This design comes from an exercise in tuning for small area, a short achievable clock period and few clock cycles per item on the open sky130 flow, not from production work. The RTL was checked by simulation tests, not by an equivalence proof against the original design.

==> flow/design.v (outline; a module is shown in full before it is edited, if it fits) <==
// module llf_booth: 15 lines
// module llf_mac: 946 lines
// module llf_seq: 120 lines
// module ladder_lowpass_filter_core: 220 lines
module ladder_lowpass_filter_core #(
  parameter int SAMPLE_BITS    = llf_pkg::SAMPLE_BITS_DEF,
  parameter int COEF_FRAC_BITS = llf_pkg::COEF_FRAC_BITS_DEF
) (
  input  logic                              clk_i,
  input  logic                              rst_ni,
  input  logic                              cfg_we_i,
  input  logic [llf_pkg::CFG_ADDR_W-1:0]    cfg_addr_i,
  input  logic [llf_pkg::CFG_DATA_W-1:0]    cfg_wdata_i,
  input  logic                              s_axis_tvalid,
  output logic                              s_axis_tready,
  input  logic [((SAMPLE_BITS+7)/8)*8-1:0]  s_axis_tdata,   
  output logic                              m_axis_tvalid,
  input  logic                              m_axis_tready,
  output logic [((SAMPLE_BITS+7)/8)*8-1:0]  m_axis_tdata    
);
  // ...
==> flow/run.sh <==
#!/bin/bash
# synth_recipe.tcl (not shown) runs the flow's synth.tcl, then flattens the netlist and writes it again
# the make line also repeats each setting of config.mk as NAME=value (left out here)
make -C /OpenROAD-flow-scripts/flow DESIGN_CONFIG=/design/flow/config.mk WORK_HOME=/design/flow/orfs CLKGATE_MAP_FILE= SYNTH_SCRIPT=/design/flow/synth_recipe.tcl finish
==> flow/config.mk <==
export PLATFORM = sky130hd
export DESIGN_NAME = ladder_lowpass_filter_core
export DESIGN_NICKNAME = ladder_lowpass_filter_core
export VERILOG_FILES = /design/flow/design.v
export SDC_FILE = /design/flow/constraint.sdc
export NUM_CORES = 4
export LEC_CHECK = 0
export CAP_MARGIN = 20
export CORE_MARGIN = 2
export CORE_UTILIZATION = 40
export SLEW_MARGIN = 20
==> flow/constraint.sdc <==
create_clock -name core_clock -period 16.0 [get_ports {clk_i}]
set_input_delay 3.2000 -clock core_clock [delete_from_list [all_inputs] [get_ports {clk_i}]]
set_output_delay 3.2000 -clock core_clock [all_outputs]
set_load 0.01 [all_outputs]
==> flow_results.xml, run 1 <==
<?xml version="1.0" encoding="UTF-8"?>
<metrics>
  <group name="run_status">
    <metric name="status" unit="">timing/DRC/antenna clean</metric>
  </group>
  <group name="timing">
    <metric name="timing.final.crit_share" unit="">0.393</metric>
    <metric name="timing.final.ws_setup" unit="ps">9720</metric>
    <metric name="skew" unit="ps">54.0</metric>
    <metric name="max-slew-margin-rel" unit="">0.235</metric>
    <metric name="tightestPinTransition" unit="ps">1140</metric>
  </group>
  <group name="place">
    <metric name="place_ws" unit="ps">9800</metric>
    <metric name="port-buffer-count" unit="">82</metric>
  </group>
  <group name="routing">
    <metric name="drtAntennaViolNets" unit="">0</metric>
    <metric name="met2_wirelength" unit="µm">81600</metric>
    <metric name="wl_met1" unit="µm">71100</metric>
    <metric name="drt-pass1-iter-count" unit="">8</metric>
    <metric name="routedWlPerCell" unit="µm">27.3</metric>
  </group>
  <group name="run">
    <metric name="timing.max_cap.violations" unit="">0</metric>
  </group>
  <group name="critical_path">
    <metric name="cp_num_buf_inv" unit="">5</metric>
    <metric name="arrival" unit="ps">6820</metric>
    <metric name="path_cells" unit="">inv_1 &gt; fa_1 &gt; inv_1 &gt; ha_1 &gt; and2_1 &gt; nand3_1 &gt; nor2_1 &gt; o21ai_1 &gt; nand2_1 &gt; a31oi_2 &gt; xor2_2 &gt; inv_2 &gt; or2_2 &gt; buf_4 &gt; o21a_1 &gt; inv_2 &gt; nor2_1 &gt; o32ai_1</metric>
    <metric name="crit_start" unit="">ps_q[23]$_DFF_P_</metric>
    <metric name="setup.worst_path.end" unit="">ladd_q[14]$_DFF_P_</metric>
    <metric name="cp_slowest_stage_delay" unit="ps">720</metric>
  </group>
  <group name="final_layout">
    <metric name="final_common_cell" unit="">sky130_fd_sc_hd__a22oi_1</metric>
    <metric name="fill_cells" unit="">12018</metric>
    <metric name="multi_input_gate_share_of_the_layout_cell_area" unit="">0.545</metric>
    <metric name="n_clock_buffer" unit="">111</metric>
    <metric name="largest_cell_class_by_area" unit="">multi-input combinational cells</metric>
    <metric name="final_cell_count_no_fill" unit="">6593</metric>
  </group>
  <group name="clock_network">
    <metric name="tritoncts_num_sinks" unit="">698</metric>
    <metric name="cts.root.buffer_cell" unit="">sky130_fd_sc_hd__clkbuf_16</metric>
    <metric name="cts.repair.resized" unit="">0</metric>
  </group>
  <group name="yosys">
    <metric name="synthSimpleGateAreaFrac" unit="">0.0651</metric>
    <metric name="synth-seq-area-share" unit="">0.339</metric>
    <metric name="yosys-top-cells-area" unit="">sky130_fd_sc_hd__fa_1 16%, sky130_fd_sc_hd__dfrtp_1 13%, sky130_fd_sc_hd__edfxtp_1 12%, sky130_fd_sc_hd__dfxtp_1 8.6%, sky130_fd_sc_hd__a22oi_1 6.7%</metric>
    <metric name="largest_family_of_logic_cells_by_synthesized_area" unit="">adder cells</metric>
    <metric name="avgSynthCellArea" unit="µm²">10.3</metric>
    <metric name="yosysMostFrequentCell" unit="">sky130_fd_sc_hd__a22oi_1</metric>
    <metric name="number_of_unique_standard_cell_types_used_by_synthesis" unit="">102</metric>
  </group>
  <group name="global_route">
    <metric name="global_route.usage.met1" unit="">0.355</metric>
  </group>
  <group name="floorplan">
    <metric name="ios" unit="">83</metric>
    <metric name="die-area" unit="µm²">131000</metric>
  </group>
</metrics>
Testbench counts, summed over its fixed seeds: cycles 26,304, items 1,536.
==> inputs of run 2 (changes only) <==
--- a/flow/config.mk
+++ b/flow/config.mk
@@ -6,6 +6,6 @@
 export NUM_CORES = 4
 export LEC_CHECK = 0
-export CAP_MARGIN = 20
+export CAP_MARGIN = 60
 export CORE_MARGIN = 2
 export CORE_UTILIZATION = 40
-export SLEW_MARGIN = 20
+export SLEW_MARGIN = 60
==> flow_results.xml, run 2 <==
<?xml version="1.0" encoding="UTF-8"?>
<metrics>
  <group name="clock_network">
    <metric name="cts.root.buffer_cell" unit="">sky130_fd_sc_hd__clkbuf_16</metric>
    <metric name="worstSkewPairLatency" unit="ps">720</metric>
    <metric name="cts_tree" unit="">yes</metric>
    <metric name="tritoncts.num_buffers" unit="">83</metric>
    <metric name="clk_pin_slew" unit="ps">60</metric>
    <metric name="tritoncts_num_sinks" unit="">698</metric>
    <metric name="cts_hold_buffers" unit="">0</metric>
    <metric name="cts.repair.resized" unit="">0</metric>
    <metric name="number_of_h_tree_branching_levels" unit="">3</metric>
    <metric name="setup_buffers_after_cts" unit="">0</metric>
    <metric name="cts_buffer_depth" unit="">3</metric>
  </group>
  <group name="timing">
    <metric name="grt_setup_unrepaired" unit="">false</metric>
    <metric name="hold_violations" unit="">0</metric>
    <metric name="max-slew-margin-rel" unit="">0.569</metric>
    <metric name="timing.final.ws_setup" unit="ps">10330</metric>
    <metric name="setup-violations-final" unit="">0</metric>
    <metric name="maxClockFrequency" unit="GHz">0.176</metric>
    <metric name="timing.final.crit_share" unit="">0.354</metric>
    <metric name="finalMaxSlewViolations" unit="">0</metric>
    <metric name="finalWorstPathRequiredPeriod" unit="ps">5670</metric>
    <metric name="skew" unit="ps">48.7</metric>
    <metric name="timing.setup.tns" unit="ps">0</metric>
    <metric name="tightestPinTransition" unit="ps">639</metric>
  </group>
  <group name="final_layout">
    <metric name="num-nets-final" unit="">5496</metric>
    <metric name="layout_common_cells" unit="">458 x sky130_fd_sc_hd__a22oi_1, 422 x sky130_fd_sc_hd__inv_1, 415 x sky130_fd_sc_hd__fa_1</metric>
    <metric name="final_layout_size_suffix_gt1_frac" unit="">0.135</metric>
    <metric name="layout-area-overhead-vs-synth" unit="%">11.3</metric>
    <metric name="fill_cells" unit="">11942</metric>
    <metric name="final_common_cell" unit="">sky130_fd_sc_hd__a22oi_1</metric>
    <metric name="num_antenna_cells" unit="">0</metric>
    <metric name="largestRegisters" unit="">pc_q x57, ps_q x57</metric>
  </group>
  <group name="floorplan">
    <metric name="area_of_the_core" unit="µm²">128000</metric>
    <metric name="starting_density" unit="">0.403</metric>
    <metric name="die-area" unit="µm²">131000</metric>
    <metric name="ios" unit="">83</metric>
    <metric name="die_width" unit="µm">362</metric>
    <metric name="floorplan.die.height" unit="µm">362</metric>
    <metric name="fp-row-count" unit="">131</metric>
  </group>
  <group name="global_route">
    <metric name="grt_pass1_wl" unit="µm">268000</metric>
    <metric name="antenna_violations_before_repair" unit="">1</metric>
    <metric name="grt_start_max_net_pins" unit="">66</metric>
    <metric name="vias_in_the_first_global_route" unit="">41350</metric>
    <metric name="grt_util_all_layers" unit="">0.272</metric>
    <metric name="grt-ovfl-total" unit="">0</metric>
  </group>
  <group name="yosys">
    <metric name="number_of_unique_standard_cell_types_used_by_synthesis" unit="">102</metric>
    <metric name="postSynthCellCount" unit="">5012</metric>
    <metric name="yosys-top-cells-area" unit="">sky130_fd_sc_hd__fa_1 16%, sky130_fd_sc_hd__dfrtp_1 13%, sky130_fd_sc_hd__edfxtp_1 12%, sky130_fd_sc_hd__dfxtp_1 8.6%, sky130_fd_sc_hd__a22oi_1 6.7%</metric>
    <metric name="synth_commonest_cells" unit="">458 x sky130_fd_sc_hd__a22oi_1, 423 x sky130_fd_sc_hd__inv_1, 415 x sky130_fd_sc_hd__fa_1, 361 x sky130_fd_sc_hd__clkbuf_1, 292 x sky130_fd_sc_hd__a21oi_1</metric>
    <metric name="avgSynthCellArea" unit="µm²">10.3</metric>
    <metric name="async_flop_share" unit="">0.380</metric>
    <metric name="yosys_register_bits" unit="">698</metric>
    <metric name="synth-seq-area-share" unit="">0.339</metric>
    <metric name="number_of_enable_type_register_cells_in_the_synthesized_netlist" unit="">212</metric>
    <metric name="dominantRegCellSynth" unit="">sky130_fd_sc_hd__dfrtp_1</metric>
    <metric name="total_nets_after_synthesis" unit="">5629</metric>
    <metric name="post-synth-top-area-fraction" unit="">0.162</metric>
    <metric name="syn_area" unit="µm²">51400</metric>
    <metric name="yosysMostFrequentCell" unit="">sky130_fd_sc_hd__a22oi_1</metric>
    <metric name="post-synth-top-area-cell" unit="">sky130_fd_sc_hd__fa_1</metric>
    <metric name="synth-warning-count" unit="">2</metric>
  </group>
  <group name="place">
    <metric name="place_ws" unit="ps">10330</metric>
    <metric name="gp_congestion" unit="">0.950</metric>
    <metric name="place_hpwl" unit="µm">124000</metric>
    <metric name="port-buffer-count" unit="">82</metric>
  </group>
  <group name="hold_path">
    <metric name="min_path_type" unit="">reg2reg</metric>
    <metric name="hold-path-cell-count" unit="">2</metric>
  </group>
  <group name="critical_path">
    <metric name="worstRegToRegCells" unit="">17</metric>
    <metric name="start_kind" unit="">flop</metric>
    <metric name="worst-endpoint-required" unit="ps">16460</metric>
    <metric name="critPathCaptureType" unit="">flop</metric>
    <metric name="worst-path-max-fanout" unit="">54</metric>
    <metric name="arrival" unit="ps">6130</metric>
    <metric name="critical_path_class" unit="">reg2reg</metric>
  </group>
  <group name="routing">
    <metric name="vias" unit="">40551</metric>
    <metric name="drtAntennaViolNets" unit="">0</metric>
    <metric name="drt-pass1-iter-count" unit="">7</metric>
    <metric name="detailed_route_vias_per_instance" unit="">6.13</metric>
    <metric name="drcViolationCount" unit="">0</metric>
    <metric name="postRouteWirelength" unit="µm">181000</metric>
    <metric name="routedWlPerCell" unit="µm">27.4</metric>
    <metric name="drt_iter0_markers" unit="">4806</metric>
  </group>
  <group name="run_status">
    <metric name="status" unit="">timing/DRC/antenna clean</metric>
  </group>
  <group name="run">
    <metric name="timing.max_cap.violations" unit="">0</metric>
  </group>
</metrics>
[run 2: cell counts after synthesis]
Identical to the previous run, type by type.
[run 2: cell type report]
type                    instances  area, µm²  area share
multi-input cells            3453      31100       0.544
clock inverters                38        478     0.00836
well taps                    1662       2080      0.0364
repair buffers                212       2010      0.0352
clock buffers                 118       2380      0.0416
inverters                     431       1620      0.0284
flip-flops and latches        698      17500       0.306
[run 2: path summary, 6_finish.rpt]
check                                        endpoint  slack (ps)                from
max reg2reg                      tadd_q[25]$_DFFE_PP_       10330  ladd_q[20]$_DFF_P_
min in group asynchronous   u_seq.ctl2_q[2]$_DFF_PN0_        2370              rst_ni
min reg2reg                         val_q[21]$_DFF_P_         480   n_q[21]$_DFFE_PP_
max                              tadd_q[25]$_DFFE_PP_       10330  ladd_q[20]$_DFF_P_
max in group asynchronous  resonance_q[1]$_DFFE_PN0P_       12310              rst_ni
min                                 val_q[21]$_DFF_P_         480   n_q[21]$_DFFE_PP_
[run 2: critical path: stages (launching register included)]
cell and delay (ps):
sky130_fd_sc_hd__dfxtp_1 470, sky130_fd_sc_hd__fa_1 500, sky130_fd_sc_hd__ha_1 410, sky130_fd_sc_hd__a21oi_1 280
sky130_fd_sc_hd__o21bai_1 100, sky130_fd_sc_hd__a221o_1 330, sky130_fd_sc_hd__a221oi_2 380, sky130_fd_sc_hd__nor2b_1 90
sky130_fd_sc_hd__a211o_1 300, sky130_fd_sc_hd__a31oi_2 280, sky130_fd_sc_hd__xor2_4 190, sky130_fd_sc_hd__buf_6 190
sky130_fd_sc_hd__inv_4 340, sky130_fd_sc_hd__or2_2 200, sky130_fd_sc_hd__buf_6 410, sky130_fd_sc_hd__nand2_1 310
sky130_fd_sc_hd__mux2_2 340, sky130_fd_sc_hd__a221o_1 280
[run 2: per-stage QoR]
step / cells / hold WS, ps / utilization / instance area [µm²]
after floorplan: 5012 / 430 / - / 51400
final: 6612 / 475 / 0.449 / 57200
after CTS: 6609 / 478 / 0.448 / 57100
after global placement: 6439 / 455 / 0.420 / 53600
after detailed placement: 6453 / 464 / 0.425 / 54200
after global routing: 6612 / 495 / 0.449 / 57200
[run 2: per-layer routing]
metal / vias up / GRT usage / wire length [µm]
met5: - / 0 / 0
met4: 0 / 0.143 / 10900
met3: 531 / 0.0520 / 16600
met2: 2281 / 0.428 / 82100
met1: 20466 / 0.356 / 71200
li1: 17273 / - / -
[run 2: kinds of logic after synthesis]
group / Yosys count / synth area share
AO/OA/AOI/OAI: 1368 / 0.180
adder cells (fa/ha/maj): 560 / 0.197
flip-flops: 698 / 0.339
XOR/XNOR: 519 / 0.0886
buffers and inverters: 861 / 0.0644
AND/OR/NAND/NOR: 703 / 0.0651
multiplexers: 303 / 0.0653
==> inputs of run 3 (changes only) <==
--- a/flow/config.mk
+++ b/flow/config.mk
@@ -6,6 +6,6 @@
 export NUM_CORES = 4
 export LEC_CHECK = 0
-export CAP_MARGIN = 60
+export CAP_MARGIN = 80
 export CORE_MARGIN = 2
 export CORE_UTILIZATION = 40
-export SLEW_MARGIN = 60
+export SLEW_MARGIN = 80
==> flow_results.xml, run 3 <==
<?xml version="1.0" encoding="UTF-8"?>
<metrics>
  <group name="place">
    <metric name="dpl_cell_area" unit="µm²">59800</metric>
    <metric name="place_hpwl" unit="µm">135000</metric>
    <metric name="dp_cells" unit="">6699</metric>
    <metric name="gp_congestion" unit="">0.950</metric>
    <metric name="port-buffer-count" unit="">82</metric>
  </group>
  <group name="clock_network">
    <metric name="cts_hold_buffers" unit="">0</metric>
    <metric name="cts_buffer_depth" unit="">3</metric>
    <metric name="cts.repair.resized" unit="">0</metric>
    <metric name="tritoncts_num_sinks" unit="">698</metric>
    <metric name="setup_buffers_after_cts" unit="">0</metric>
    <metric name="worstSkewPairLatency" unit="ps">740</metric>
    <metric name="tritoncts.num_buffers" unit="">83</metric>
    <metric name="cts_tree" unit="">yes</metric>
    <metric name="number_of_h_tree_branching_levels" unit="">3</metric>
    <metric name="cts.root.buffer_cell" unit="">sky130_fd_sc_hd__clkbuf_16</metric>
    <metric name="clk_pin_slew" unit="ps">60</metric>
  </group>
  <group name="final_layout">
    <metric name="fill_cells" unit="">11314</metric>
    <metric name="largestRegisters" unit="">pc_q x57, ps_q x57</metric>
    <metric name="postLayoutCoreUtil" unit="">0.500</metric>
    <metric name="layout_common_cells" unit="">458 x sky130_fd_sc_hd__a22oi_1, 421 x sky130_fd_sc_hd__inv_1, 415 x sky130_fd_sc_hd__fa_1</metric>
    <metric name="final_layout_size_suffix_gt1_frac" unit="">0.227</metric>
    <metric name="final_cell_count_no_fill" unit="">6899</metric>
    <metric name="fin_area" unit="µm²">63700</metric>
    <metric name="num_antenna_cells" unit="">0</metric>
    <metric name="final_common_cell" unit="">sky130_fd_sc_hd__a22oi_1</metric>
    <metric name="num-nets-final" unit="">5784</metric>
    <metric name="multiInputGateArea" unit="µm²">33400</metric>
    <metric name="sequential_cell_area" unit="µm²">17500</metric>
    <metric name="layout-area-overhead-vs-synth" unit="%">24.0</metric>
  </group>
  <group name="yosys">
    <metric name="post-synth-top-area-fraction" unit="">0.162</metric>
    <metric name="number_of_unique_standard_cell_types_used_by_synthesis" unit="">102</metric>
    <metric name="dominantRegCellSynth" unit="">sky130_fd_sc_hd__dfrtp_1</metric>
    <metric name="synth_commonest_cells" unit="">458 x sky130_fd_sc_hd__a22oi_1, 423 x sky130_fd_sc_hd__inv_1, 415 x sky130_fd_sc_hd__fa_1, 361 x sky130_fd_sc_hd__clkbuf_1, 292 x sky130_fd_sc_hd__a21oi_1</metric>
    <metric name="post-synth-top-area-cell" unit="">sky130_fd_sc_hd__fa_1</metric>
    <metric name="synth-warning-count" unit="">2</metric>
    <metric name="async_flop_share" unit="">0.380</metric>
    <metric name="yosys_register_bits" unit="">698</metric>
    <metric name="synth-seq-area-share" unit="">0.339</metric>
    <metric name="number_of_enable_type_register_cells_in_the_synthesized_netlist" unit="">212</metric>
    <metric name="yosysMostFrequentCell" unit="">sky130_fd_sc_hd__a22oi_1</metric>
    <metric name="avgSynthCellArea" unit="µm²">10.3</metric>
    <metric name="total_nets_after_synthesis" unit="">5629</metric>
    <metric name="yosys-top-cells-area" unit="">sky130_fd_sc_hd__fa_1 16%, sky130_fd_sc_hd__dfrtp_1 13%, sky130_fd_sc_hd__edfxtp_1 12%, sky130_fd_sc_hd__dfxtp_1 8.6%, sky130_fd_sc_hd__a22oi_1 6.7%</metric>
    <metric name="syn_area" unit="µm²">51400</metric>
    <metric name="postSynthCellCount" unit="">5012</metric>
  </group>
  <group name="floorplan">
    <metric name="die_width" unit="µm">362</metric>
    <metric name="fp-row-count" unit="">131</metric>
    <metric name="die-area" unit="µm²">131000</metric>
    <metric name="floorplan.die.height" unit="µm">362</metric>
    <metric name="starting_density" unit="">0.403</metric>
    <metric name="area_of_the_core" unit="µm²">128000</metric>
    <metric name="ios" unit="">83</metric>
  </group>
  <group name="critical_path">
    <metric name="critPathCaptureType" unit="">flop</metric>
    <metric name="worst-path-max-fanout" unit="">26</metric>
    <metric name="critical_path_class" unit="">reg2reg</metric>
    <metric name="start_kind" unit="">flop</metric>
    <metric name="worst-endpoint-required" unit="ps">16460</metric>
    <metric name="arrival" unit="ps">6650</metric>
    <metric name="r2r_setup_slack" unit="ps">9800</metric>
  </group>
  <group name="routing">
    <metric name="drcViolationCount" unit="">0</metric>
    <metric name="detailed_route_vias_per_instance" unit="">6.07</metric>
    <metric name="drtAntennaViolNets" unit="">0</metric>
    <metric name="vias" unit="">41869</metric>
    <metric name="drt-pass1-iter-count" unit="">6</metric>
    <metric name="routedWlPerCell" unit="µm">26.7</metric>
    <metric name="drt_iter0_markers" unit="">5145</metric>
    <metric name="postRouteWirelength" unit="µm">184000</metric>
  </group>
  <group name="timing">
    <metric name="grt_setup_unrepaired" unit="">false</metric>
    <metric name="maxClockFrequency" unit="GHz">0.161</metric>
    <metric name="finalMaxSlewViolations" unit="">0</metric>
    <metric name="timing.final.crit_share" unit="">0.387</metric>
    <metric name="hold_violations" unit="">0</metric>
    <metric name="skew" unit="ps">73.9</metric>
    <metric name="timing.setup.tns" unit="ps">0</metric>
    <metric name="finalWorstPathRequiredPeriod" unit="ps">6200</metric>
    <metric name="setup-violations-final" unit="">0</metric>
    <metric name="tightestPinTransition" unit="ps">412</metric>
    <metric name="max-slew-margin-rel" unit="">0.722</metric>
  </group>
  <group name="hold_path">
    <metric name="min_path_type" unit="">reg2reg</metric>
  </group>
  <group name="run">
    <metric name="timing.max_cap.violations" unit="">0</metric>
  </group>
  <group name="global_route">
    <metric name="vias_in_the_first_global_route" unit="">42738</metric>
    <metric name="grt_start_max_net_pins" unit="">35</metric>
    <metric name="antenna_violations_before_repair" unit="">1</metric>
    <metric name="grt-ovfl-total" unit="">0</metric>
    <metric name="grt_util_all_layers" unit="">0.277</metric>
    <metric name="grt_pass1_wl" unit="µm">274000</metric>
  </group>
  <group name="run_status">
    <metric name="status" unit="">timing/DRC/antenna clean</metric>
  </group>
</metrics>
-- run 3: worst paths after layout --
kind / startpoint / endpoint / cells past startpoint
max: ps_q[2]$_DFF_P_ / tadd_q[21]$_DFFE_PP_ / 24
min: n_q[21]$_DFFE_PP_ / val_q[21]$_DFF_P_ / 2
max reg2reg: ps_q[2]$_DFF_P_ / tadd_q[21]$_DFFE_PP_ / 24
min reg2reg: n_q[21]$_DFFE_PP_ / val_q[21]$_DFF_P_ / 2
max in group asynchronous: rst_ni / s3_q[2]$_DFFE_PN0P_ / 7
min in group asynchronous: rst_ni / u_seq.ctl2_q[2]$_DFF_PN0_ / 1
-- run 3: logic make-up after synthesis --
group,count (synthesis),synth area share
buffers and inverters,861,0.0644
and+or+nand+nor,703,0.0651
adders and majority gates,560,0.197
AOI/OAI and AO/OA,1368,0.180
muxes,303,0.0653
DFF,698,0.339
xor gates and xnor gates,519,0.0886
-- run 3: metal layers --
metal	global-route usage	share of wire	vias up	wire [µm]
li1	-	-	17896	-
met1	0.359	0.39	21092	71600
met2	0.438	0.46	2339	85100
met3	0.0534	0.091	542	16700
met4	0.145	0.060	0	11000
met5	0	0	-	0
-- run 3: cell type report --
class | instances | share of cell area
Clock buffer | 114 | 0.0377
Inverter | 431 | 0.0257
Timing Repair Buffer | 500 | 0.0972
Clock inverter | 41 | 0.00701
Sequential cell | 698 | 0.275
Multi-Input combinational cell | 3453 | 0.525
Tap cell | 1662 | 0.0326
-- run 3: stage by stage --
| step | hold slack, ps | setup slack, ps |
|---|---|---|
| after global placement | 455 | 9350 |
| after CTS | 478 | 10070 |
| final | 474 | 9800 |
| after floorplan | 430 | 11270 |
| after global routing | 494 | 9610 |
| after detailed placement | 464 | 10110 |
-- run 3: worst max-delay path, cell delays in order (launching register included) --
cell	delay, ps
sky130_fd_sc_hd__dfxtp_1	300
sky130_fd_sc_hd__ha_1	290
sky130_fd_sc_hd__a21oi_1	250
sky130_fd_sc_hd__a2111oi_2	120
sky130_fd_sc_hd__clkdlybuf4s50_1	460
sky130_fd_sc_hd__clkdlybuf4s50_1	460
sky130_fd_sc_hd__nor3_2	280
sky130_fd_sc_hd__o22ai_4	110
sky130_fd_sc_hd__buf_2	190
sky130_fd_sc_hd__o211ai_1	180
sky130_fd_sc_hd__clkdlybuf4s25_1	330
sky130_fd_sc_hd__buf_1	200
sky130_fd_sc_hd__nor4bb_4	360
sky130_fd_sc_hd__a311oi_4	70
sky130_fd_sc_hd__dlymetal6s2s_1	210
sky130_fd_sc_hd__buf_2	170
sky130_fd_sc_hd__nor4_4	280
sky130_fd_sc_hd__buf_1	200
sky130_fd_sc_hd__or2_2	150
sky130_fd_sc_hd__buf_8	140
sky130_fd_sc_hd__buf_16	190
sky130_fd_sc_hd__buf_16	210
sky130_fd_sc_hd__nand2_1	200
sky130_fd_sc_hd__mux2_2	320
sky130_fd_sc_hd__a221o_1	280
==> module llf_seq, before the edit <==
module llf_seq (
  input  logic                      clk_i,
  input  logic                      rst_ni,
  input  logic                      in_valid_i,   
  input  logic                      cfg_we_i,     
  input  logic                      out_full_i,   
  output logic                      in_ready_o,   
  output logic                      out_load_o,   
  output llf_pkg::llf_ctl1_t        ctl1_o,       
  output llf_pkg::llf_ctl2_t        ctl2_o,       
  output logic [2:0]                lsel_o        
);
  logic [SLOT_W-1:0] slot_q, slot_d, nom_d;
  logic              tail_q, tail_d;    
  logic              head_q, head_d;    
  logic              rdy_q;
  logic              b4_q;
  logic              stall;
  logic              take;
  llf_pkg::llf_ctl1_t ctl1_d;
  llf_pkg::llf_ctl2_t ctl2_q;
  llf_pkg::llf_ctl2_t ctl2_d;
  assign stall      = b4_q && tail_q && out_full_i;
  assign out_load_o = b4_q && tail_q && !out_full_i;
  assign in_ready_o = rdy_q;
  assign take       = rdy_q && in_valid_i;
  always_comb begin
    slot_d = slot_q;
    tail_d = tail_q;
    head_d = head_q;
    if (slot_q == SL_P1) begin
      head_d = take;
      if (take || tail_q) slot_d = slot_q + SLOT_W'(1);
    end else if (slot_q == SL_LAST) begin
      slot_d = head_q ? SL_Y : SL_P1;
      tail_d = head_q;
      head_d = 1'b0;
    end else if (!stall) begin
      slot_d = slot_q + SLOT_W'(1);
    end
  end
  always_comb begin
    nom_d = slot_q + SLOT_W'(1);
    if (slot_q == SL_P1 && !tail_q) nom_d = SL_P1;
    else if (slot_q == SL_LAST) nom_d = head_q ? SL_Y : SL_P1;
    else if (stall) nom_d = slot_q;
  end
  always_comb begin
    begin ctl1_d.vsel = V_N; ctl1_d.csel = C_B; ctl1_d.sub = 1'b0; ctl1_d.tsel = TA_0; ctl1_d.ten = 1'b0; end
    case (nom_d)
      SL_Y:  begin ctl1_d.vsel = V_FT; ctl1_d.csel = C_NORM; ctl1_d.sub = 1'b0; ctl1_d.tsel = TA_0; end
      SL_K:  begin ctl1_d.vsel = V_FL; ctl1_d.csel = C_K; ctl1_d.sub = 1'b1; ctl1_d.tsel = TA_X; ctl1_d.ten = 1'b1; end
      SL_A4: begin ctl1_d.vsel = V_Y; ctl1_d.csel = C_A; ctl1_d.sub = 1'b1; ctl1_d.tsel = TA_0; end
      SL_B1: begin ctl1_d.vsel = V_FL; ctl1_d.csel = C_B; ctl1_d.sub = 1'b0; ctl1_d.tsel = TA_0; end
      SL_B2: begin ctl1_d.vsel = V_FL; ctl1_d.csel = C_B; ctl1_d.sub = 1'b0; ctl1_d.tsel = TA_FP; end
      SL_A1: begin ctl1_d.vsel = V_N; ctl1_d.csel = C_A; ctl1_d.sub = 1'b1; ctl1_d.tsel = TA_0; ctl1_d.ten = 1'b1; end
      SL_A2: begin ctl1_d.vsel = V_FL; ctl1_d.csel = C_A; ctl1_d.sub = 1'b1; ctl1_d.tsel = TA_FP; ctl1_d.ten = 1'b1; end
      SL_B3: begin ctl1_d.vsel = V_N; ctl1_d.csel = C_B; ctl1_d.sub = 1'b0; ctl1_d.tsel = TA_0; end
      SL_P1: begin ctl1_d.vsel = V_S1; ctl1_d.csel = C_B; ctl1_d.sub = 1'b0; ctl1_d.tsel = TA_0; end
      SL_A3: begin ctl1_d.vsel = V_FL; ctl1_d.csel = C_A; ctl1_d.sub = 1'b1; ctl1_d.tsel = TA_FP; ctl1_d.ten = 1'b1; end
      SL_P2: begin ctl1_d.vsel = V_FL; ctl1_d.csel = C_B; ctl1_d.sub = 1'b0; ctl1_d.tsel = TA_0; end
      SL_B4: begin ctl1_d.vsel = V_N; ctl1_d.csel = C_B; ctl1_d.sub = 1'b0; ctl1_d.tsel = TA_0; end
      SL_T:  begin ctl1_d.vsel = V_X; ctl1_d.csel = C_G4; ctl1_d.sub = 1'b0; ctl1_d.tsel = TA_0; end
      SL_P3: begin ctl1_d.vsel = V_P; ctl1_d.csel = C_B; ctl1_d.sub = 1'b0; ctl1_d.tsel = tail_q ? TA_FL : TA_S4; ctl1_d.ten = 1'b1; end
      default: ;
    endcase
  end
  always_comb begin
    ctl2_d = '0;
    case (slot_q)
      SL_Y:  begin ctl2_d.wy = 1'b1; end
      SL_K:  begin ctl2_d.wn = 1'b1; end
      SL_A4: ctl2_d.wq = 1'b1;
      SL_B1: begin ctl2_d.wn = 1'b1; end
      SL_B2: begin ctl2_d.wn = 1'b1; end
      SL_A1: begin ctl2_d.ws1 = tail_q; end
      SL_A2: begin ctl2_d.ws2 = tail_q; end
      SL_B3: begin ctl2_d.wn = 1'b1; end
      SL_P1: begin ctl2_d.wp = 1'b1; end
      SL_A3: begin ctl2_d.ws3 = tail_q; end
      SL_P2: begin ctl2_d.wp = 1'b1; end
      SL_B4: begin ctl2_d.ws4 = tail_q; end
      SL_T:  ctl2_d.wq = 1'b1;
      SL_P3: begin ctl2_d.wpt = 1'b1; end
      default: ;
    endcase
  end
  always_comb begin
    lsel_o = LA_0;
    case (slot_q)
      SL_B1: lsel_o = LA_S1;
      SL_B2: lsel_o = LA_S2;
      SL_B3: lsel_o = LA_S3;
      SL_P1: lsel_o = LA_S2;
      SL_P2: lsel_o = tail_q ? LA_F : LA_S3;
      SL_B4: lsel_o = LA_Q;
      SL_P3: lsel_o = LA_F;
      default: ;
    endcase
  end
  always_ff @(posedge clk_i or negedge rst_ni) begin
    if (!rst_ni) begin
      slot_q <= SL_P1;
      tail_q <= 1'b0;
      head_q <= 1'b0;
      rdy_q  <= 1'b0;
      b4_q   <= 1'b0;
      ctl2_q <= '0;
    end else begin
      slot_q <= slot_d;
      tail_q <= tail_d;
      head_q <= head_d;
      rdy_q  <= (slot_d == SL_P1) && !cfg_we_i;
      b4_q   <= (slot_d == SL_B4);
      ctl2_q <= ctl2_d;
    end
  end
  assign ctl1_o = ctl1_d;
  assign ctl2_o = ctl2_q;
endmodule
==> module ladder_lowpass_filter_core, before the edit <==
module ladder_lowpass_filter_core #(
  parameter int SAMPLE_BITS    = llf_pkg::SAMPLE_BITS_DEF,
  parameter int COEF_FRAC_BITS = llf_pkg::COEF_FRAC_BITS_DEF
) (
  input  logic                              clk_i,
  input  logic                              rst_ni,
  input  logic                              cfg_we_i,
  input  logic [llf_pkg::CFG_ADDR_W-1:0]    cfg_addr_i,
  input  logic [llf_pkg::CFG_DATA_W-1:0]    cfg_wdata_i,
  input  logic                              s_axis_tvalid,
  output logic                              s_axis_tready,
  input  logic [((SAMPLE_BITS+7)/8)*8-1:0]  s_axis_tdata,   
  output logic                              m_axis_tvalid,
  input  logic                              m_axis_tready,
  output logic [((SAMPLE_BITS+7)/8)*8-1:0]  m_axis_tdata    
);
  localparam int TDATA_W = ((SAMPLE_BITS + 7) / 8) * 8;
  localparam logic signed [ACC_W-1:0] SMAX = 32'sh7FFFFFFF >>> (ACC_W - SAMPLE_BITS);
  localparam logic signed [ACC_W-1:0] SMIN = ~SMAX;
  logic [STAGE_GAIN_W-1:0]  stage_gain_q;
  logic [POLE_COEF_W-1:0]   pole_coef_q;
  logic [GAIN_FOURTH_W-1:0] gain_fourth_q;
  logic [RESONANCE_W-1:0]   resonance_q;
  logic [OUTPUT_NORM_W-1:0] output_norm_q;
  logic signed [31:0]            s1_q, s2_q, s3_q, s4_q;
  logic signed [31:0]            p_q, y_q, n_q;
  logic signed [33:0]            q_q;
  logic signed [SAMPLE_BITS-1:0] x_q;
  logic [57:0]                   ps_q, pc_q;
  logic [57:0]                   ps_d, pc_d;
  logic                          out_valid_q;
  logic [SAMPLE_BITS-1:0]        out_data_q;
  logic signed [31:0]            y_clamp;
  llf_pkg::llf_ctl1_t            ctl1;
  llf_pkg::llf_ctl2_t            ctl2;
  logic                          in_ready;
  logic                          in_acc;
  logic                          out_load;
  logic signed [31:0]            val;
  logic signed [25:0]            coef;
  logic signed [33:0]            tadd;
  logic signed [33:0]            ladd, ladd_q;
  logic [2:0]                    lsel;
  logic signed [31:0]            val_q;
  logic [12:0]                   one_q, two_q, ng_q;
  logic [12:0]                   one_d, two_d, ng_d;
  logic                          sub_q;
  logic signed [33:0]            tadd_q;
  logic                          ten_q;
  assign in_acc = s_axis_tvalid && in_ready;
  always_ff @(posedge clk_i or negedge rst_ni) begin
    if (!rst_ni) begin
      stage_gain_q  <= '0;
      pole_coef_q   <= POLE_COEF_RST;
      gain_fourth_q <= '0;
      resonance_q   <= '0;
      output_norm_q <= OUTPUT_NORM_RST;
    end else if (cfg_we_i) begin
      case (cfg_addr_i)
        REG_STAGE_GAIN:  stage_gain_q  <= cfg_wdata_i[STAGE_GAIN_W-1:0];
        REG_POLE_COEF:   pole_coef_q   <= cfg_wdata_i[POLE_COEF_W-1:0];
        REG_GAIN_FOURTH: gain_fourth_q <= cfg_wdata_i[GAIN_FOURTH_W-1:0];
        REG_RESONANCE:   resonance_q   <= cfg_wdata_i[RESONANCE_W-1:0];
        REG_OUTPUT_NORM: output_norm_q <= cfg_wdata_i[OUTPUT_NORM_W-1:0];
        default: ;
      endcase
    end
  end
  llf_seq u_seq (
    .clk_i      (clk_i),
    .rst_ni     (rst_ni),
    .in_valid_i (s_axis_tvalid),
    .cfg_we_i   (cfg_we_i),
    .out_full_i (out_valid_q),
    .in_ready_o (in_ready),
    .out_load_o (out_load),
    .ctl1_o     (ctl1),
    .ctl2_o     (ctl2),
    .lsel_o     (lsel)
  );
  llf_mac u_mac (
    .val_i  (val_q),
    .one_i  (one_q),
    .two_i  (two_q),
    .ng_i   (ng_q),
    .sub_i  (sub_q),
    .add_i  (tadd_q & {34{ten_q}}),
    .s_o    (ps_d),
    .c_o    (pc_d)
  );
  always_ff @(posedge clk_i) begin
    ps_q <= ps_d;
    pc_q <= pc_d;
  end
  logic [57:0]        la58, cs_s, cs_c, plain_x, late_x;
  logic signed [35:0] plain, late;
  logic signed [31:0] late_sat, t_val;
  logic signed [33:0] q_m1;
  assign la58 = {36'(ladd_q), 22'd0};
  assign cs_s = {ps_q[57:22] ^ pc_q[57:22] ^ la58[57:22], ps_q[21:0]};
  assign cs_c = {(ps_q[56:22] & pc_q[56:22]) | (ps_q[56:22] & la58[56:22]) | (pc_q[56:22] & la58[56:22]),
                 1'b0, pc_q[21:0]};
  assign plain_x = ps_q + pc_q;
  assign late_x  = cs_s + cs_c;
  assign plain   = plain_x[57:22];
  assign late    = late_x[57:22];
  function automatic [31:0] sat32(input [35:0] v);
    if (v[35:31] == 5'b00000 || v[35:31] == 5'b11111) sat32 = v[31:0];
    else if (v[35]) sat32 = 32'h80000000;
    else sat32 = 32'h7FFFFFFF;
  endfunction
  assign late_sat  = sat32(late);
  assign q_m1 = q_q - 34'sd1;
  always_comb begin
    if (plain[35:31] == 5'b00000 || plain[35:31] == 5'b11111) begin
      t_val = late_sat;
    end else if (!plain[35]) begin
      t_val = q_q[33] ? {1'b0, q_m1[30:0]} : 32'sh7FFFFFFF;
    end else begin
      t_val = (q_q[33] || q_q == '0) ? 32'sh80000000 : {1'b1, q_q[30:0]};
    end
  end
  always_comb begin
    case (ctl1.vsel)
      V_FL:    val = late_sat;
      V_FT:    val = t_val;
      V_Y:     val = y_q;
      V_S1:    val = s1_q;
      V_X:     val = 32'(x_q);
      V_P:     val = p_q;
      default: val = n_q;
    endcase
    case (ctl1.csel)
      C_A:     coef = 26'(signed'(pole_coef_q));
      C_G4:    coef = 26'(signed'({1'b0, gain_fourth_q}));
      C_K:     coef = 26'(signed'({1'b0, resonance_q}));
      C_NORM:  coef = 26'(signed'({1'b0, output_norm_q}));
      default: coef = 26'(signed'({1'b0, stage_gain_q}));
    endcase
    case (lsel)
      LA_S1:   ladd = 34'(s1_q);
      LA_S2:   ladd = 34'(s2_q);
      LA_S3:   ladd = 34'(s3_q);
      LA_Q:    ladd = q_q;
      LA_F:    ladd = 34'(late_sat);
      default: ladd = '0;
    endcase
    case (ctl1.tsel)
      TA_X:    tadd = 34'(x_q);
      TA_FP:   tadd = plain[33:0];
      TA_FL:   tadd = 34'(late_sat);
      TA_S4:   tadd = 34'(s4_q);
      default: tadd = tadd_q;
    endcase
  end
  llf_booth u_booth (
    .coef_i (coef),
    .sub_i  (ctl1.sub),
    .one_o  (one_d),
    .two_o  (two_d),
    .ng_o   (ng_d)
  );
  always_ff @(posedge clk_i) begin
    val_q  <= val;
    one_q  <= one_d;
    two_q  <= two_d;
    ng_q   <= ng_d;
    sub_q  <= ctl1.sub;
    tadd_q <= tadd;
    ten_q  <= ctl1.ten;
    ladd_q <= ladd;
  end
  always_ff @(posedge clk_i) begin
    if (in_acc) x_q <= s_axis_tdata[SAMPLE_BITS-1:0];
    if (ctl2.wy) y_q <= late_sat;
    if (ctl2.wn) n_q <= late_sat;
    if (ctl2.wq) q_q <= plain[33:0];
    if (ctl2.wp) p_q <= late_sat;
    else if (ctl2.wpt) p_q <= t_val;
  end
  always_ff @(posedge clk_i or negedge rst_ni) begin
    if (!rst_ni) begin
      s1_q <= '0;
      s2_q <= '0;
      s3_q <= '0;
      s4_q <= '0;
    end else begin
      if (ctl2.ws1) s1_q <= late_sat;
      if (ctl2.ws2) s2_q <= late_sat;
      if (ctl2.ws3) s3_q <= late_sat;
      if (ctl2.ws4) s4_q <= late_sat;
    end
  end
  always_comb begin
    if (y_q > SMAX) begin
      y_clamp = SMAX;
    end else if (y_q < SMIN) begin
      y_clamp = SMIN;
    end else begin
      y_clamp = y_q;
    end
  end
  always_ff @(posedge clk_i or negedge rst_ni) begin
    if (!rst_ni) begin
      out_valid_q <= 1'b0;
    end else if (out_load) begin
      out_valid_q <= 1'b1;
    end else if (m_axis_tready) begin
      out_valid_q <= 1'b0;
    end
  end
  always_ff @(posedge clk_i) begin
    if (out_load) begin
      out_data_q <= y_clamp[SAMPLE_BITS-1:0];
    end
  end
  assign s_axis_tready = in_ready;
  assign m_axis_tvalid = out_valid_q;
  assign m_axis_tdata  = TDATA_W'(out_data_q);
endmodule
==> inputs of run 4 (changes only) <==
--- a/flow/design.v
+++ b/flow/design.v
@@ -20,4 +20,5 @@
   localparam int SLOT_W = 5;
   localparam logic [SLOT_W-1:0] SL_Y  = 5'd0;
+  localparam logic [SLOT_W-1:0] SL_ACC = 5'd1;   
   localparam logic [SLOT_W-1:0] SL_K  = 5'd2;
   localparam logic [SLOT_W-1:0] SL_A4 = 5'd3;
@@ -1036,5 +1037,6 @@
   logic              tail_q, tail_d;    
   logic              head_q, head_d;    
-  logic              rdy_q;
+  logic              go_q;              
+  logic              rdy_q;             
   logic              b4_q;
   logic              stall;
@@ -1046,5 +1048,5 @@
   assign out_load_o = b4_q && tail_q && !out_full_i;
   assign in_ready_o = rdy_q;
-  assign take       = rdy_q && in_valid_i;
+  assign take       = go_q && in_valid_i;
   always_comb begin
     slot_d = slot_q;
@@ -1126,4 +1128,5 @@
       tail_q <= 1'b0;
       head_q <= 1'b0;
+      go_q   <= 1'b0;
       rdy_q  <= 1'b0;
       b4_q   <= 1'b0;
@@ -1133,5 +1136,6 @@
       tail_q <= tail_d;
       head_q <= head_d;
-      rdy_q  <= (slot_d == SL_P1) && !cfg_we_i;
+      go_q   <= (slot_d == SL_P1) && !cfg_we_i;
+      rdy_q  <= (slot_d == SL_ACC);
       b4_q   <= (slot_d == SL_B4);
       ctl2_q <= ctl2_d;
@@ -1169,5 +1173,5 @@
   logic signed [31:0]            p_q, y_q, n_q;
   logic signed [33:0]            q_q;
-  logic signed [SAMPLE_BITS-1:0] x_q;
+  logic signed [SAMPLE_BITS-1:0] x_in;
   logic [57:0]                   ps_q, pc_q;
   logic [57:0]                   ps_d, pc_d;
@@ -1178,5 +1182,4 @@
   llf_pkg::llf_ctl2_t            ctl2;
   logic                          in_ready;
-  logic                          in_acc;
   logic                          out_load;
   logic signed [31:0]            val;
@@ -1191,5 +1194,5 @@
   logic signed [33:0]            tadd_q;
   logic                          ten_q;
-  assign in_acc = s_axis_tvalid && in_ready;
+  assign x_in = s_axis_tdata[SAMPLE_BITS-1:0];
   always_ff @(posedge clk_i or negedge rst_ni) begin
     if (!rst_ni) begin
@@ -1270,5 +1273,5 @@
       V_Y:     val = y_q;
       V_S1:    val = s1_q;
-      V_X:     val = 32'(x_q);
+      V_X:     val = 32'(x_in);
       V_P:     val = p_q;
       default: val = n_q;
@@ -1290,5 +1293,5 @@
     endcase
     case (ctl1.tsel)
-      TA_X:    tadd = 34'(x_q);
+      TA_X:    tadd = 34'(x_in);
       TA_FP:   tadd = plain[33:0];
       TA_FL:   tadd = 34'(late_sat);
@@ -1315,5 +1318,4 @@
   end
   always_ff @(posedge clk_i) begin
-    if (in_acc) x_q <= s_axis_tdata[SAMPLE_BITS-1:0];
     if (ctl2.wy) y_q <= late_sat;
     if (ctl2.wn) n_q <= late_sat;
--- a/flow/config.mk
+++ b/flow/config.mk
@@ -6,6 +6,6 @@
 export NUM_CORES = 4
 export LEC_CHECK = 0
-export CAP_MARGIN = 80
+export CAP_MARGIN = 60
 export CORE_MARGIN = 2
 export CORE_UTILIZATION = 40
-export SLEW_MARGIN = 80
+export SLEW_MARGIN = 60
==> flow_results.xml, run 4 <==
<?xml version="1.0" encoding="UTF-8"?>
<metrics>
  <group name="run_status">
    <metric name="status" unit="">timing/DRC/antenna clean</metric>
  </group>
  <group name="final_layout">
    <metric name="num_antenna_cells" unit="">0</metric>
    <metric name="fill_cells" unit="">11878</metric>
    <metric name="final_common_cell" unit="">sky130_fd_sc_hd__inv_1</metric>
    <metric name="layout-area-overhead-vs-synth" unit="%">11.0</metric>
    <metric name="final_layout_size_suffix_gt1_frac" unit="">0.122</metric>
    <metric name="layout_common_cells" unit="">438 x sky130_fd_sc_hd__inv_1, 417 x sky130_fd_sc_hd__a22oi_1, 415 x sky130_fd_sc_hd__fa_1</metric>
    <metric name="final_cell_count_no_fill" unit="">6680</metric>
    <metric name="num-nets-final" unit="">5582</metric>
    <metric name="postLayoutCoreUtil" unit="">0.447</metric>
    <metric name="largestRegisters" unit="">pc_q x57, ps_q x57</metric>
  </group>
  <group name="global_route">
    <metric name="vias_in_the_first_global_route" unit="">41181</metric>
    <metric name="grt_start_max_net_pins" unit="">71</metric>
    <metric name="grt_util_all_layers" unit="">0.277</metric>
    <metric name="grt-ovfl-total" unit="">0</metric>
    <metric name="grt_pass1_wl" unit="µm">270000</metric>
    <metric name="antenna_violations_before_repair" unit="">1</metric>
  </group>
  <group name="floorplan">
    <metric name="starting_density" unit="">0.403</metric>
    <metric name="die-area" unit="µm²">129000</metric>
    <metric name="ios" unit="">83</metric>
    <metric name="area_of_the_core" unit="µm²">126000</metric>
    <metric name="die_width" unit="µm">360</metric>
    <metric name="floorplan.die.height" unit="µm">360</metric>
    <metric name="fp-row-count" unit="">130</metric>
  </group>
  <group name="critical_path">
    <metric name="critical_path_class" unit="">reg2reg</metric>
    <metric name="arrival" unit="ps">5810</metric>
    <metric name="start_kind" unit="">flop</metric>
    <metric name="cell_family_with_the_largest_share_of_critical_path_delay" unit="">simple AND/OR/NAND/NOR gates</metric>
    <metric name="worst-endpoint-required" unit="ps">16440</metric>
    <metric name="critPathCaptureType" unit="">flop</metric>
    <metric name="cp_slowest_stage_delay" unit="ps">560</metric>
    <metric name="cp_num_buf_inv" unit="">3</metric>
    <metric name="worst-path-max-fanout" unit="">16</metric>
    <metric name="path_cells" unit="">fa_1 &gt; ha_1 &gt; nand4_1 &gt; nor4_1 &gt; nand3_1 &gt; a31o_1 &gt; and3b_1 &gt; a31oi_1 &gt; o21ai_1 &gt; and2_4 &gt; clkinv_2 &gt; buf_16 &gt; nand2_2 &gt; a21oi_1 &gt; inv_1 &gt; mux2_4</metric>
    <metric name="timing.critical_path.slowest_stage_cell" unit="">sky130_fd_sc_hd__a21oi_1</metric>
  </group>
  <group name="yosys">
    <metric name="avgSynthCellArea" unit="µm²">9.93</metric>
    <metric name="total_nets_after_synthesis" unit="">5715</metric>
    <metric name="yosysMostFrequentCell" unit="">sky130_fd_sc_hd__inv_1</metric>
    <metric name="synth-seq-area-share" unit="">0.331</metric>
    <metric name="yosys-top-cells-area" unit="">sky130_fd_sc_hd__fa_1 16%, sky130_fd_sc_hd__dfrtp_1 13%, sky130_fd_sc_hd__edfxtp_1 11%, sky130_fd_sc_hd__dfxtp_1 8.7%, sky130_fd_sc_hd__a22oi_1 6.2%</metric>
    <metric name="number_of_unique_standard_cell_types_used_by_synthesis" unit="">111</metric>
    <metric name="synth_commonest_cells" unit="">439 x sky130_fd_sc_hd__inv_1, 417 x sky130_fd_sc_hd__a22oi_1, 415 x sky130_fd_sc_hd__fa_1, 358 x sky130_fd_sc_hd__nand2_1, 346 x sky130_fd_sc_hd__clkbuf_1</metric>
    <metric name="synth-warning-count" unit="">2</metric>
    <metric name="post-synth-top-area-cell" unit="">sky130_fd_sc_hd__fa_1</metric>
    <metric name="number_of_enable_type_register_cells_in_the_synthesized_netlist" unit="">188</metric>
    <metric name="post-synth-top-area-fraction" unit="">0.164</metric>
    <metric name="yosys_register_bits" unit="">675</metric>
    <metric name="dominantRegCellSynth" unit="">sky130_fd_sc_hd__dfrtp_1</metric>
    <metric name="async_flop_share" unit="">0.394</metric>
    <metric name="postSynthCellCount" unit="">5098</metric>
    <metric name="syn_area" unit="µm²">50600</metric>
  </group>
  <group name="hold_path">
    <metric name="min_path_type" unit="">reg2reg</metric>
  </group>
  <group name="place">
    <metric name="place_hpwl" unit="µm">125000</metric>
    <metric name="dp_cells" unit="">6529</metric>
    <metric name="port-buffer-count" unit="">82</metric>
    <metric name="gp_congestion" unit="">0.928</metric>
  </group>
  <group name="clock_network">
    <metric name="number_of_h_tree_branching_levels" unit="">3</metric>
    <metric name="cts_buffer_depth" unit="">3</metric>
    <metric name="cts_hold_buffers" unit="">0</metric>
    <metric name="tritoncts.num_buffers" unit="">78</metric>
    <metric name="cts_tree" unit="">yes</metric>
    <metric name="cts.root.buffer_cell" unit="">sky130_fd_sc_hd__clkbuf_16</metric>
    <metric name="cts.repair.resized" unit="">0</metric>
    <metric name="clk_pin_slew" unit="ps">60</metric>
    <metric name="tritoncts_num_sinks" unit="">675</metric>
    <metric name="worstSkewPairLatency" unit="ps">690</metric>
    <metric name="setup_buffers_after_cts" unit="">0</metric>
  </group>
  <group name="timing">
    <metric name="timing.setup.tns" unit="ps">0</metric>
    <metric name="setup-violations-final" unit="">0</metric>
    <metric name="maxClockFrequency" unit="GHz">0.186</metric>
    <metric name="hold_violations" unit="">0</metric>
    <metric name="max-slew-margin-rel" unit="">0.563</metric>
    <metric name="finalMaxSlewViolations" unit="">0</metric>
    <metric name="timing.final.crit_share" unit="">0.336</metric>
    <metric name="tightestPinTransition" unit="ps">656</metric>
    <metric name="finalWorstPathRequiredPeriod" unit="ps">5370</metric>
    <metric name="skew" unit="ps">48.5</metric>
    <metric name="grt_setup_unrepaired" unit="">false</metric>
  </group>
  <group name="routing">
    <metric name="drcViolationCount" unit="">0</metric>
    <metric name="drt-pass1-iter-count" unit="">10</metric>
    <metric name="postRouteWirelength" unit="µm">183000</metric>
    <metric name="detailed_route_vias_per_instance" unit="">6.14</metric>
    <metric name="drtAntennaViolNets" unit="">0</metric>
    <metric name="routedWlPerCell" unit="µm">27.4</metric>
    <metric name="vias" unit="">41027</metric>
    <metric name="drt_iter0_markers" unit="">5366</metric>
  </group>
  <group name="run">
    <metric name="timing.max_cap.violations" unit="">0</metric>
  </group>
</metrics>
run 4: changes by cell type after synthesis, moves of 40 or more:
cell                      delta
sky130_fd_sc_hd__a22oi_1    -41
sky130_fd_sc_hd__mux2i_1    -40
sky130_fd_sc_hd__nor2_1     +77
sky130_fd_sc_hd__a21oi_1    +40
sky130_fd_sc_hd__mux2_2     -93
sky130_fd_sc_hd__nand2_1    +89
sky130_fd_sc_hd__a21o_1     -46
run 4: per-layer routing:
layer	wire, µm	GRT usage	vias to the layer above
met1	70800	0.364	20607
met5	96	0.00444	-
met3	18500	0.0552	491
li1	-	-	17467
met2	84300	0.438	2458
met4	9260	0.129	4
run 4: final timing paths:
| check | from | to | slack (ps) | depth (start not counted) |
|---|---|---|---|---|
| setup / recovery | ps_q[36]$_DFF_P_ | p_q[23]$_DFFE_PP_ | 10630 | 16 |
| hold / removal | n_q[13]$_DFFE_PP_ | val_q[13]$_DFF_P_ | 480 | 2 |
| setup reg to reg | ps_q[36]$_DFF_P_ | p_q[23]$_DFFE_PP_ | 10630 | 16 |
| hold reg to reg | n_q[13]$_DFFE_PP_ | val_q[13]$_DFF_P_ | 480 | 2 |
| max in group asynchronous | rst_ni | pole_coef_q[14]$_DFFE_PN0P_ | 11940 | 5 |
| min in group asynchronous | rst_ni | out_valid_q$_DFFE_PN0P_ | 2400 | 1 |
run 4: layout make-up:
cell class                      instances  area [µm²]  area share
Clock buffer                          107        2260      0.0403
Clock inverter                         38         465     0.00828
Inverter                              452        1700      0.0303
Multi-Input combinational cell       3542       30800       0.548
Sequential cell                       675       16800       0.299
Tap cell                             1650        2060      0.0367
Timing Repair Buffer                  216        2070      0.0368
run 4: logic make-up after synthesis:
group | synth area share
xor gates and xnor gates | 0.0901
buffers and inverters | 0.0685
AOI/OAI and AO/OA | 0.188
muxes | 0.0415
DFF | 0.331
and+or+nand+nor | 0.0814
adders and majority gates | 0.200
run 4: worst register-to-register path: stages, from the launching register on:
cell and delay, ps:
sky130_fd_sc_hd__dfxtp_1 330, sky130_fd_sc_hd__fa_1 480, sky130_fd_sc_hd__ha_1 520, sky130_fd_sc_hd__nand4_1 300, sky130_fd_sc_hd__nor4_1 490, sky130_fd_sc_hd__nand3_1 120, sky130_fd_sc_hd__a31o_1 220, sky130_fd_sc_hd__and3b_1 290
sky130_fd_sc_hd__a31oi_1 250, sky130_fd_sc_hd__o21ai_1 180, sky130_fd_sc_hd__and2_4 260, sky130_fd_sc_hd__clkinv_2 190, sky130_fd_sc_hd__buf_16 200, sky130_fd_sc_hd__nand2_2 310, sky130_fd_sc_hd__a21oi_1 560, sky130_fd_sc_hd__inv_1 150
sky130_fd_sc_hd__mux2_4 290
run 4: per-stage QoR:
step	hold WS [ps]	worst slack, ps	area (µm²)
after floorplan	427	11300	50600
after global placement	457	10380	52800
after detailed placement	455	10440	53200
after CTS	479	10500	56000
after global routing	510	10370	56200
final	481	10630	56200
Testbench counts of run 4, summed over its fixed seeds: cycles 26,304, items 1,536.
==> inputs of run 5 (changes only) <==
--- a/flow/config.mk
+++ b/flow/config.mk
@@ -6,6 +6,6 @@
 export NUM_CORES = 4
 export LEC_CHECK = 0
-export CAP_MARGIN = 60
+export CAP_MARGIN = 80
 export CORE_MARGIN = 2
 export CORE_UTILIZATION = 40
-export SLEW_MARGIN = 60
+export SLEW_MARGIN = 80
==> flow_results.xml, run 5 <==
<?xml version="1.0" encoding="UTF-8"?>
<metrics>
  <group name="routing">
    <metric name="postRouteWirelength" unit="µm">187000</metric>
    <metric name="drtAntennaViolNets" unit="">0</metric>
    <metric name="drt-pass1-iter-count" unit="">8</metric>
    <metric name="routedWlPerCell" unit="µm">27.0</metric>
    <metric name="drcViolationCount" unit="">0</metric>
    <metric name="vias" unit="">42213</metric>
    <metric name="drt_iter0_markers" unit="">5630</metric>
    <metric name="detailed_route_vias_per_instance" unit="">6.09</metric>
  </group>
  <group name="clock_network">
    <metric name="worstSkewPairLatency" unit="ps">710</metric>
    <metric name="cts_hold_buffers" unit="">0</metric>
    <metric name="cts_tree" unit="">yes</metric>
    <metric name="number_of_h_tree_branching_levels" unit="">3</metric>
    <metric name="cts_buffer_depth" unit="">3</metric>
    <metric name="tritoncts_num_sinks" unit="">675</metric>
    <metric name="tritoncts.num_buffers" unit="">80</metric>
    <metric name="cts.root.buffer_cell" unit="">sky130_fd_sc_hd__clkbuf_16</metric>
    <metric name="clk_pin_slew" unit="ps">60</metric>
    <metric name="setup_buffers_after_cts" unit="">0</metric>
    <metric name="cts.repair.resized" unit="">0</metric>
  </group>
  <group name="critical_path">
    <metric name="r2r_setup_slack" unit="ps">10720</metric>
    <metric name="worst-endpoint-required" unit="ps">16450</metric>
    <metric name="worstRegToRegCells" unit="">21</metric>
    <metric name="critPathCaptureType" unit="">flop</metric>
    <metric name="arrival" unit="ps">5730</metric>
    <metric name="worst-path-max-fanout" unit="">5</metric>
    <metric name="start_kind" unit="">flop</metric>
    <metric name="crit-reg2reg-launch" unit="">ps_q[23]$_DFF_P_</metric>
    <metric name="regToRegEndpoint" unit="">p_q[30]$_DFFE_PP_</metric>
    <metric name="critical_path_class" unit="">reg2reg</metric>
  </group>
  <group name="floorplan">
    <metric name="die-area" unit="µm²">129000</metric>
    <metric name="area_of_the_core" unit="µm²">126000</metric>
    <metric name="starting_density" unit="">0.403</metric>
    <metric name="ios" unit="">83</metric>
    <metric name="floorplan.die.height" unit="µm">360</metric>
    <metric name="die_width" unit="µm">360</metric>
    <metric name="fp-row-count" unit="">130</metric>
  </group>
  <group name="final_layout">
    <metric name="final_layout_size_suffix_gt1_frac" unit="">0.204</metric>
    <metric name="layout-area-overhead-vs-synth" unit="%">22.6</metric>
    <metric name="layout_common_cells" unit="">438 x sky130_fd_sc_hd__inv_1, 416 x sky130_fd_sc_hd__a22oi_1, 415 x sky130_fd_sc_hd__fa_1</metric>
    <metric name="num-nets-final" unit="">5834</metric>
    <metric name="final_common_cell" unit="">sky130_fd_sc_hd__inv_1</metric>
    <metric name="largestRegisters" unit="">pc_q x57, ps_q x57</metric>
  </group>
  <group name="timing">
    <metric name="tightestPinTransition" unit="ps">414</metric>
    <metric name="max-slew-margin-rel" unit="">0.724</metric>
    <metric name="finalWorstPathRequiredPeriod" unit="ps">5280</metric>
    <metric name="grt_setup_unrepaired" unit="">false</metric>
    <metric name="setup-violations-final" unit="">0</metric>
    <metric name="timing.setup.tns" unit="ps">0</metric>
    <metric name="maxClockFrequency" unit="GHz">0.189</metric>
    <metric name="finalMaxSlewViolations" unit="">0</metric>
    <metric name="timing.final.crit_share" unit="">0.330</metric>
    <metric name="hold_violations" unit="">0</metric>
    <metric name="skew" unit="ps">57.8</metric>
  </group>
  <group name="yosys">
    <metric name="number_of_unique_standard_cell_types_used_by_synthesis" unit="">111</metric>
    <metric name="synth-seq-area-share" unit="">0.331</metric>
    <metric name="async_flop_share" unit="">0.394</metric>
    <metric name="avgSynthCellArea" unit="µm²">9.93</metric>
    <metric name="synth-warning-count" unit="">2</metric>
    <metric name="synth_commonest_cells" unit="">439 x sky130_fd_sc_hd__inv_1, 417 x sky130_fd_sc_hd__a22oi_1, 415 x sky130_fd_sc_hd__fa_1, 358 x sky130_fd_sc_hd__nand2_1, 346 x sky130_fd_sc_hd__clkbuf_1</metric>
    <metric name="yosys-top-cells-area" unit="">sky130_fd_sc_hd__fa_1 16%, sky130_fd_sc_hd__dfrtp_1 13%, sky130_fd_sc_hd__edfxtp_1 11%, sky130_fd_sc_hd__dfxtp_1 8.7%, sky130_fd_sc_hd__a22oi_1 6.2%</metric>
    <metric name="number_of_enable_type_register_cells_in_the_synthesized_netlist" unit="">188</metric>
    <metric name="dominantRegCellSynth" unit="">sky130_fd_sc_hd__dfrtp_1</metric>
    <metric name="yosys_register_bits" unit="">675</metric>
    <metric name="post-synth-top-area-cell" unit="">sky130_fd_sc_hd__fa_1</metric>
    <metric name="postSynthCellCount" unit="">5098</metric>
    <metric name="total_nets_after_synthesis" unit="">5715</metric>
    <metric name="post-synth-top-area-fraction" unit="">0.164</metric>
    <metric name="syn_area" unit="µm²">50600</metric>
    <metric name="yosysMostFrequentCell" unit="">sky130_fd_sc_hd__inv_1</metric>
  </group>
  <group name="global_route">
    <metric name="grt_start_max_net_pins" unit="">36</metric>
    <metric name="grt_util_all_layers" unit="">0.285</metric>
    <metric name="grt_pass1_wl" unit="µm">278000</metric>
    <metric name="grt-ovfl-total" unit="">0</metric>
    <metric name="antenna_violations_before_repair" unit="">0</metric>
    <metric name="vias_in_the_first_global_route" unit="">43006</metric>
  </group>
  <group name="place">
    <metric name="gp_congestion" unit="">0.928</metric>
    <metric name="place_hpwl" unit="µm">137000</metric>
    <metric name="port-buffer-count" unit="">82</metric>
  </group>
  <group name="run">
    <metric name="timing.max_cap.violations" unit="">0</metric>
  </group>
  <group name="hold_path">
    <metric name="hold-path-cell-count" unit="">2</metric>
    <metric name="min_to" unit="">val_q[13]$_DFF_P_</metric>
    <metric name="min_path_type" unit="">reg2reg</metric>
    <metric name="hp-start" unit="">n_q[13]$_DFFE_PP_</metric>
  </group>
  <group name="run_status">
    <metric name="status" unit="">timing/DRC/antenna clean</metric>
  </group>
</metrics>
## run 5: cell counts after synthesis
No cell type changed its count.
## run 5: per-stage QoR
step	std cells	setup slack (ps)	cell area [µm²]	hold WS [ps]	util
final	6937	10720	62000	468	0.494
after global routing	6935	10490	62000	494	0.494
after CTS	6901	10700	61300	465	0.488
after detailed placement	6751	10680	58600	458	0.467
after global placement	6521	10380	52800	457	0.420
after floorplan	5098	11300	50600	427	-
## run 5: kinds of logic (layout without fill, tap and decap cells)
logic type,count (synthesis),after routing,share of synthesized area
other,0,2,0
and+or+nand+nor,902,902,0.0814
DFF,675,675,0.331
xor gates and xnor gates,520,520,0.0901
buffers and inverters,881,1068,0.0685
muxes,182,182,0.0415
adders and majority gates,560,560,0.200
AOI/OAI and AO/OA,1378,1378,0.188
## run 5: layer usage
layer	GRT usage	part of all wire	vias to the layer above
met5	0	0	-
met2	0.448	0.46	2413
met4	0.148	0.057	0
li1	-	-	18018
met3	0.0561	0.096	542
met1	0.371	0.39	21240
## run 5: critical path: stages (launching register included)
cell and delay [ps]:
sky130_fd_sc_hd__dfxtp_1 330, sky130_fd_sc_hd__inv_1 60, sky130_fd_sc_hd__fa_1 540, sky130_fd_sc_hd__inv_1 50, sky130_fd_sc_hd__ha_1 410, sky130_fd_sc_hd__nand2_2 170, sky130_fd_sc_hd__a2111oi_4 340, sky130_fd_sc_hd__buf_1 190
sky130_fd_sc_hd__buf_1 180, sky130_fd_sc_hd__clkdlybuf4s50_1 520, sky130_fd_sc_hd__o21ai_2 50, sky130_fd_sc_hd__nor2b_4 150, sky130_fd_sc_hd__o41ai_4 260, sky130_fd_sc_hd__buf_2 210, sky130_fd_sc_hd__buf_1 170, sky130_fd_sc_hd__a31o_2 260
sky130_fd_sc_hd__mux2i_1 90, sky130_fd_sc_hd__o211ai_1 100, sky130_fd_sc_hd__buf_1 210, sky130_fd_sc_hd__and2_1 290, sky130_fd_sc_hd__inv_1 150, sky130_fd_sc_hd__mux2_4 280
## run 5: area by class of cell
type                       instances  area [µm²]
tap                             1650        2060
clock inverter                    31         415
sequential                       675       16800
antenna                            2        5.00
timing repair buffer             466        5690
multi-input combinational       3542       33100
inverter                         452        1720
clock buffer                     119        2260
fill                           11341       63500
## run 5: worst max-delay path by stage
stage	startpoint	endpoint	slack (ps)
floorplan	cfg_we_i	stage_gain_q[10]$_DFFE_PN0P_	11300
global placement	cfg_we_i	stage_gain_q[16]$_DFFE_PN0P_	10380
detailed placement	cfg_we_i	gain_fourth_q[12]$_DFFE_PN0P_	10680
CTS	ps_q[23]$_DFF_P_	p_q[30]$_DFFE_PP_	10700
global route	ps_q[23]$_DFF_P_	p_q[30]$_DFFE_PP_	10490
finish	ps_q[23]$_DFF_P_	p_q[30]$_DFFE_PP_	10720

## what the ideal ports hide
The results above use ideal ports. As a check the final layouts listed here were re-extracted and re-timed, cells and wires unchanged. Step 1 sets driving cells, clkbuf_16 on the clock port and buf_2 on the other inputs (assumed; they add their load-dependent delay and slew). Step 2 adds t to the input delays and takes it off the output delays; t is the mean of the earliest and latest rising clock arrival at the registers after step 1. Input paths then give back, and output paths get back, about the clock's delay inside the block. Three values: no drivers, after step 1, after step 2; two values: the first two.
run	t (ns)	slack for setup (ns)	worst setup path at the end
run 1	0.772	9.720 / 9.720 / 9.720	register to register
run 2	0.774	10.332 / 10.332 / 10.332	register to register
run 3	0.784	9.805 / 9.805 / 9.805	register to register
run 4	0.742	10.629 / 10.629 / 10.546	input to register
run 5	0.755	10.720 / 10.720 / 10.720	register to register
After both steps every run listed still meets setup and hold. For run 4, which loses most, drivers alone change the setup slack by 0.000 ns; drivers and shift together by -0.083 ns.
